Background: an optimization exercise with open tools, aiming at small area. Do not read the settings as production practice. In this exercise RTL edits were held to simulation tests only and were not proved equivalent to the original. Power and IR drop assume default switching activity.

==> inputs of maple <==
// spectrum_peak_finder
module spectrum_peak_finder (
  input  logic        clk,
  input  logic        rst,
  input  logic [4:0]  curr_nfft,
  input  logic [15:0] s_re,
  input  logic [15:0] s_im,
  input  logic        s_valid,
  input  logic        s_last,
  output logic        s_ready,
  output logic [9:0]  max_index,
  output logic [31:0] max_mag,
  output logic        max_valid,
  output logic        frame_err
);
  logic        run_q;       
  logic [3:0]  dr_q;        
  logic [2:0]  nm_q;        
  logic [9:0]  cnt_q;       
  logic        err_q;       
  logic        v_q;         
  logic [31:0] mag_q;
  logic [31:0] best_mag;
  logic [8:0]  best_idx;
  logic [8:0]  max_idx_q;
  logic        beat, first_beat, is_last, frame_end, in_win, upd, busy;
  logic [9:0]  bin_k;
  logic [2:0]  nm_new;
  logic [31:0] mag_an, mag_bn, mag;
  assign busy       = |dr_q;
  assign s_ready    = !busy && !rst;
  assign beat       = s_valid && s_ready;
  assign first_beat = beat && !run_q;
  assign bin_k      = run_q ? cnt_q + 10'd1 : 10'd0;
  assign is_last = run_q && (cnt_q == {nm_q, 7'b1111110});
  assign in_win  = run_q && (cnt_q[9] == 1'b0) && !(cnt_q[8] && !nm_q[2]) &&
                   !(cnt_q[7] && !nm_q[1]) && !(cnt_q[6] && !nm_q[0]) &&
                   (cnt_q[8:0] != {nm_q, 6'b111111});
  assign frame_end = beat && (s_last || is_last);
  always_comb begin
    case (curr_nfft)
      5'd7:    nm_new = 3'b000;
      5'd8:    nm_new = 3'b001;
      5'd9:    nm_new = 3'b011;
      default: nm_new = 3'b111;
    endcase
  end
  logic ren1;
  logic ren2;
  logic ren3;
  logic ren4;
  logic ren5;
  logic ren6;
  logic ren7;
  logic ren8;
  logic ren9;
  logic ren10;
  logic ren11;
  logic ren12;
  logic ren13;
  logic ren14;
  logic ren15;
  logic resn16;
  logic pp17;
  logic pp18;
  logic pp19;
  logic pp20;
  logic pp21;
  logic pp22;
  logic pp23;
  ...
clock: 7.5 ns
lec_check: 0
cap_margin: 20
core_margin: 2
core_utilization: 60
cts_buf_list: sky130_fd_sc_hd__clkbuf_4 sky130_fd_sc_hd__clkbuf_8
cts_cluster_size: 10
slew_margin: 20
synth_hierarchical: 1
synth_minimum_keep_size: 0
run.sh (not shown) runs the stock make flow with config.mk's settings and CLKGATE_MAP_FILE= SYNTH_SCRIPT=/design/flow/synth_recipe.tcl, a recipe that flattens the netlist after the stock synthesis.
==> raven: changes against maple <==
==> flow/flow/run.sh (new file) <==
#!/bin/bash
# Own layout flow: the standard layout (standard.sh, which also runs the
# standard synthesis) with these changes:
#  - after synthesis, the synthesis buffers are removed and flow/downsize.tcl swaps each combinational cell to the
#    smallest drive strength of its family (repair steps upsize as needed);
#  - the port buffers that buffer_ports inserts are sky130_fd_sc_hd__buf_1
#    (every input and output port still gets its own buffer);
#  - clock tree synthesis builds the tree from clkbuf_4 without dummy loads.
# Each tool's output goes to a log of its own in this folder (standard_synth.log,
# downsize.log, standard_flow.log); ORFS also keeps per-step logs in orfs/logs/.
set -euo pipefail
export BUFFER_PORTS_ARGS="-buffer_cell sky130_fd_sc_hd__buf_1"
export CTS_ARGS="-sink_clustering_enable -repair_clock_nets -dont_use_dummy_load -buf_list sky130_fd_sc_hd__clkbuf_4 -sink_clustering_size 10"
bash standard.sh synth > standard_synth.log 2>&1
R=orfs/results/$FLOW_PLATFORM/spectrum_peak_finder/base
cat > downsize_run.tcl <<EOT
read_liberty $FLOW_HOME/platforms/$FLOW_PLATFORM/lib/sky130_fd_sc_hd__tt_025C_1v80.lib
read_db $R/1_synth.odb
remove_buffers
source flow/downsize.tcl
write_db $R/1_synth.odb
EOT
openroad -no_init -exit downsize_run.tcl > downsize.log 2>&1
bash standard.sh > standard_flow.log 2>&1
==> flow/flow/downsize.tcl (new file) <==
# Swap every combinational cell of the synthesized netlist to the smallest
# cell of the same function family (same pins); the later repair steps
# upsize again wherever timing, slew or capacitance need it.
set db [ord::get_db]
set block [[$db getChip] getBlock]
set masters [dict create]
foreach lib [$db getLibs] {
  foreach m [$lib getMasters] {
    dict set masters [$m getName] $m
  }
}
set swapped 0
set saved 0
foreach inst [$block getInsts] {
  set m [$inst getMaster]
  set name [$m getName]
  if {![regexp {^(sky130_fd_sc_hd__[a-z0-9]+)_([0-9]+)$} $name -> base drive]} { continue }
  if {[regexp {df|dl|sdf|edf|conb|tap|fill|decap|clk} $base]} { continue }
  set best $m
  set best_area [expr {[$m getWidth] * [$m getHeight]}]
  foreach d {0 1 2 4} {
    set cand "${base}_$d"
    if {![dict exists $masters $cand]} { continue }
    set cm [dict get $masters $cand]
    set a [expr {[$cm getWidth] * [$cm getHeight]}]
    if {$a < $best_area} { set best $cm; set best_area $a }
  }
  if {$best ne $m} {
    set saved [expr {$saved + [$m getWidth] * [$m getHeight] - $best_area}]
    $inst swapMaster $best
    incr swapped
  }
}
puts "downsize: swapped $swapped cells, saved [expr {$saved / 1e6}] um^2"
==> flow/standard.sh (new file) <==
#!/bin/bash
# synth_recipe.tcl (not shown) runs the flow's synth.tcl, then flattens the netlist and writes it again
# the make line also repeats each setting of config.mk as NAME=value (left out here)
make -C /OpenROAD-flow-scripts/flow DESIGN_CONFIG=/design/flow/config.mk WORK_HOME=/design/flow/orfs CLKGATE_MAP_FILE= SYNTH_SCRIPT=/design/flow/synth_recipe.tcl "${@:-finish}"
- CTS_BUF_LIST: sky130_fd_sc_hd__clkbuf_4 sky130_fd_sc_hd__clkbuf_8 -> not set
- CTS_CLUSTER_SIZE: 10 -> not set
removed: flow/run.sh
==> cedar: changes against maple <==
==> flow/flow/run.sh (new file) <==
#!/bin/bash
# Own layout flow: the standard layout (standard.sh, which also runs the
# standard synthesis) with these changes:
#  - after synthesis, the synthesis buffers are removed and flow/downsize.tcl swaps each combinational cell to the
#    smallest drive strength of its family (repair steps upsize as needed);
#  - the port buffers that buffer_ports inserts are sky130_fd_sc_hd__buf_1
#    (every input and output port still gets its own buffer);
#  - clock tree synthesis builds the tree from clkbuf_4 without dummy loads.
# Each tool's output goes to a log of its own in this folder (standard_synth.log,
# downsize.log, standard_flow.log); ORFS also keeps per-step logs in orfs/logs/.
set -euo pipefail
export BUFFER_PORTS_ARGS="-buffer_cell sky130_fd_sc_hd__buf_1"
export CTS_ARGS="-sink_clustering_enable -repair_clock_nets -dont_use_dummy_load -buf_list sky130_fd_sc_hd__clkbuf_4 -sink_clustering_size 10"
bash standard.sh synth > standard_synth.log 2>&1
R=orfs/results/$FLOW_PLATFORM/spectrum_peak_finder/base
cat > downsize_run.tcl <<EOT
read_liberty $FLOW_HOME/platforms/$FLOW_PLATFORM/lib/sky130_fd_sc_hd__tt_025C_1v80.lib
read_db $R/1_synth.odb
remove_buffers
source flow/downsize.tcl
write_db $R/1_synth.odb
EOT
openroad -no_init -exit downsize_run.tcl > downsize.log 2>&1
bash standard.sh > standard_flow.log 2>&1
==> flow/flow/downsize.tcl (new file) <==
# Swap every combinational cell of the synthesized netlist to the smallest
# cell of the same function family (same pins); the later repair steps
# upsize again wherever timing, slew or capacitance need it.
set db [ord::get_db]
set block [[$db getChip] getBlock]
set masters [dict create]
foreach lib [$db getLibs] {
  foreach m [$lib getMasters] {
    dict set masters [$m getName] $m
  }
}
set swapped 0
set saved 0
foreach inst [$block getInsts] {
  set m [$inst getMaster]
  set name [$m getName]
  if {![regexp {^(sky130_fd_sc_hd__[a-z0-9]+)_([0-9]+)$} $name -> base drive]} { continue }
  if {[regexp {df|dl|sdf|edf|conb|tap|fill|decap|clk} $base]} { continue }
  set best $m
  set best_area [expr {[$m getWidth] * [$m getHeight]}]
  foreach d {0 1 2 4} {
    set cand "${base}_$d"
    if {![dict exists $masters $cand]} { continue }
    set cm [dict get $masters $cand]
    set a [expr {[$cm getWidth] * [$cm getHeight]}]
    if {$a < $best_area} { set best $cm; set best_area $a }
  }
  if {$best ne $m} {
    set saved [expr {$saved + [$m getWidth] * [$m getHeight] - $best_area}]
    $inst swapMaster $best
    incr swapped
  }
}
puts "downsize: swapped $swapped cells, saved [expr {$saved / 1e6}] um^2"
==> flow/standard.sh (new file) <==
#!/bin/bash
# synth_recipe.tcl (not shown) runs the flow's synth.tcl, then flattens the netlist and writes it again
# the make line also repeats each setting of config.mk as NAME=value (left out here)
make -C /OpenROAD-flow-scripts/flow DESIGN_CONFIG=/design/flow/config.mk WORK_HOME=/design/flow/orfs CLKGATE_MAP_FILE= SYNTH_SCRIPT=/design/flow/synth_recipe.tcl "${@:-finish}"
- CTS_BUF_LIST: sky130_fd_sc_hd__clkbuf_4 sky130_fd_sc_hd__clkbuf_8 -> not set
- CTS_CLUSTER_SIZE: 10 -> not set
- GPL_TIMING_DRIVEN: not set -> 0
removed: flow/run.sh
==> garnet: changes against maple <==
==> flow/flow/run.sh (new file) <==
#!/bin/bash
# Own layout flow: the standard layout (standard.sh, which also runs the
# standard synthesis) with two changes passed to ORFS through its variables:
#  - the port buffers that buffer_ports inserts are sky130_fd_sc_hd__buf_1
#    (every input and output port still gets its own buffer);
#  - clock tree synthesis builds the tree from clkbuf_4 without dummy loads.
# The ORFS output of the whole run goes to standard_flow.log in this folder;
# each ORFS step also keeps its own log under orfs/logs/.
set -euo pipefail
export BUFFER_PORTS_ARGS="-buffer_cell sky130_fd_sc_hd__buf_1"
export CTS_ARGS="-sink_clustering_enable -repair_clock_nets -dont_use_dummy_load -buf_list sky130_fd_sc_hd__clkbuf_4 -sink_clustering_size 10"
bash standard.sh > standard_flow.log 2>&1
==> flow/standard.sh (new file) <==
#!/bin/bash
# synth_recipe.tcl (not shown) runs the flow's synth.tcl, then flattens the netlist and writes it again
# the make line also repeats each setting of config.mk as NAME=value (left out here)
make -C /OpenROAD-flow-scripts/flow DESIGN_CONFIG=/design/flow/config.mk WORK_HOME=/design/flow/orfs CLKGATE_MAP_FILE= SYNTH_SCRIPT=/design/flow/synth_recipe.tcl "${@:-finish}"
- CTS_BUF_LIST: sky130_fd_sc_hd__clkbuf_4 sky130_fd_sc_hd__clkbuf_8 -> sky130_fd_sc_hd__clkbuf_4
removed: flow/run.sh
==> comparison table <==
|  | garnet | maple | cedar | raven |
|---|---|---|---|---|
| # fillers | 1544 | 1470 | 1481 | 1523 |
| Endpoint required time on the critical path | 7.91 ns | 7.85 ns | 7.95 ns | 7.94 ns |
| Met2 capacity usage during global routing | 0.466 | 0.470 | 0.445 | 0.452 |
| Via count | 8116 | 8200 | 8007 | 8095 |
| Post-synthesis adder-cell area fraction | 0.415 | 0.415 | - | - |
| Leakage power | 0.00469 µW | 0.00504 µW | 0.00457 µW | 0.00469 µW |
| Outcome | finished clean | finished clean | finished clean | finished clean |
| Number of global-route vias before repair | 8441 | 8466 | 8318 | 8308 |
| Comb. pwr | 3760 µW | 3750 µW | 3390 µW | 3370 µW |
| Prevailing post-synth register cell | dfxtp_1 | dfxtp_1 | - | - |
| Switching share of power | 0.472 | 0.457 | 0.467 | 0.457 |
| Upper clock frequency limit | 0.155 GHz | 0.148 GHz | 0.143 GHz | 0.153 GHz |
| Clk network pwr share | 0.061 | 0.104 | 0.065 | 0.065 |
| Worst-case clock skew | 0.0396 ns | 0.00739 ns | 0.0376 ns | 0.0395 ns |
| X dimension of the die | 142 µm | 142 µm | 140 µm | 140 µm |
| Mux share of post-synthesis cell area | 0.00307 | 0.00307 | - | - |
| CP bufs+invs | 2 | 12 | 7 | 13 |
| Global-route wire length before repair | 44200 µm | 43700 µm | 42400 µm | 43200 µm |
| Sequential fraction of total cell area | 0.231 | 0.217 | 0.237 | 0.234 |
| Sum of met2 wire segment lengths after detailed routing | 12900 µm | 13000 µm | 12000 µm | 12300 µm |
| Critical path capture point | mag_q[30]$_DFF_P_ | mag_q[30]$_DFF_P_ | mag_q[26]$_DFF_P_ | mag_q[26]$_DFF_P_ |
| Overall Global Routing Usage | 0.287 | 0.285 | 0.276 | 0.284 |
| Cell seen most often among critical-path stages | fa_1 | a21oi_2 | a21oi_1 | a21oi_1 |
| Util after Layout | 0.659 | 0.703 | 0.664 | 0.674 |
| Fin cells | 1417 | 1438 | 1380 | 1416 |

## what the ideal ports hide
In the flow no input, the clock included, has a driving cell. The finished layouts below were timed again as built, in two steps.
Step 1: set_driving_cell puts a clkbuf_16 on clk and a buf_2 on each other input, an assumption about the parent block.
Step 2 adds t to the input delays and takes it off the output delays; t is the mean of the earliest and latest rising clock arrival at the registers after step 1. Input paths then give back, and output paths get back, about the clock's delay inside the block.
Three values: no drivers, after step 1, after step 2; two values: the first two.
run | t, ns | setup slack, ns | latest minus earliest clock arrival (ns) | worst register clock-pin slew, ns | worst data-port slew with drivers (ns)
maple | 0.455 | 0.753 / 0.764 / 0.309 | 0.008 / 0.008 | 0.08 / 0.08 | 0.04
raven | 0.509 | 0.985 / 0.996 / 0.487 | 0.040 / 0.040 | 0.12 / 0.12 | 0.05
cedar | 0.529 | 0.508 / 0.514 / -0.015 | 0.037 / 0.038 | 0.11 / 0.11 | 0.03
garnet | 0.524 | 1.060 / 1.065 / 0.541 | 0.040 / 0.039 | 0.11 / 0.11 | 0.04
Met with ideal ports but missed after step 2: setup timing in cedar. The setup slack of cedar, which loses most, moves by +0.006 ns with the drivers and by -0.523 ns with both steps.
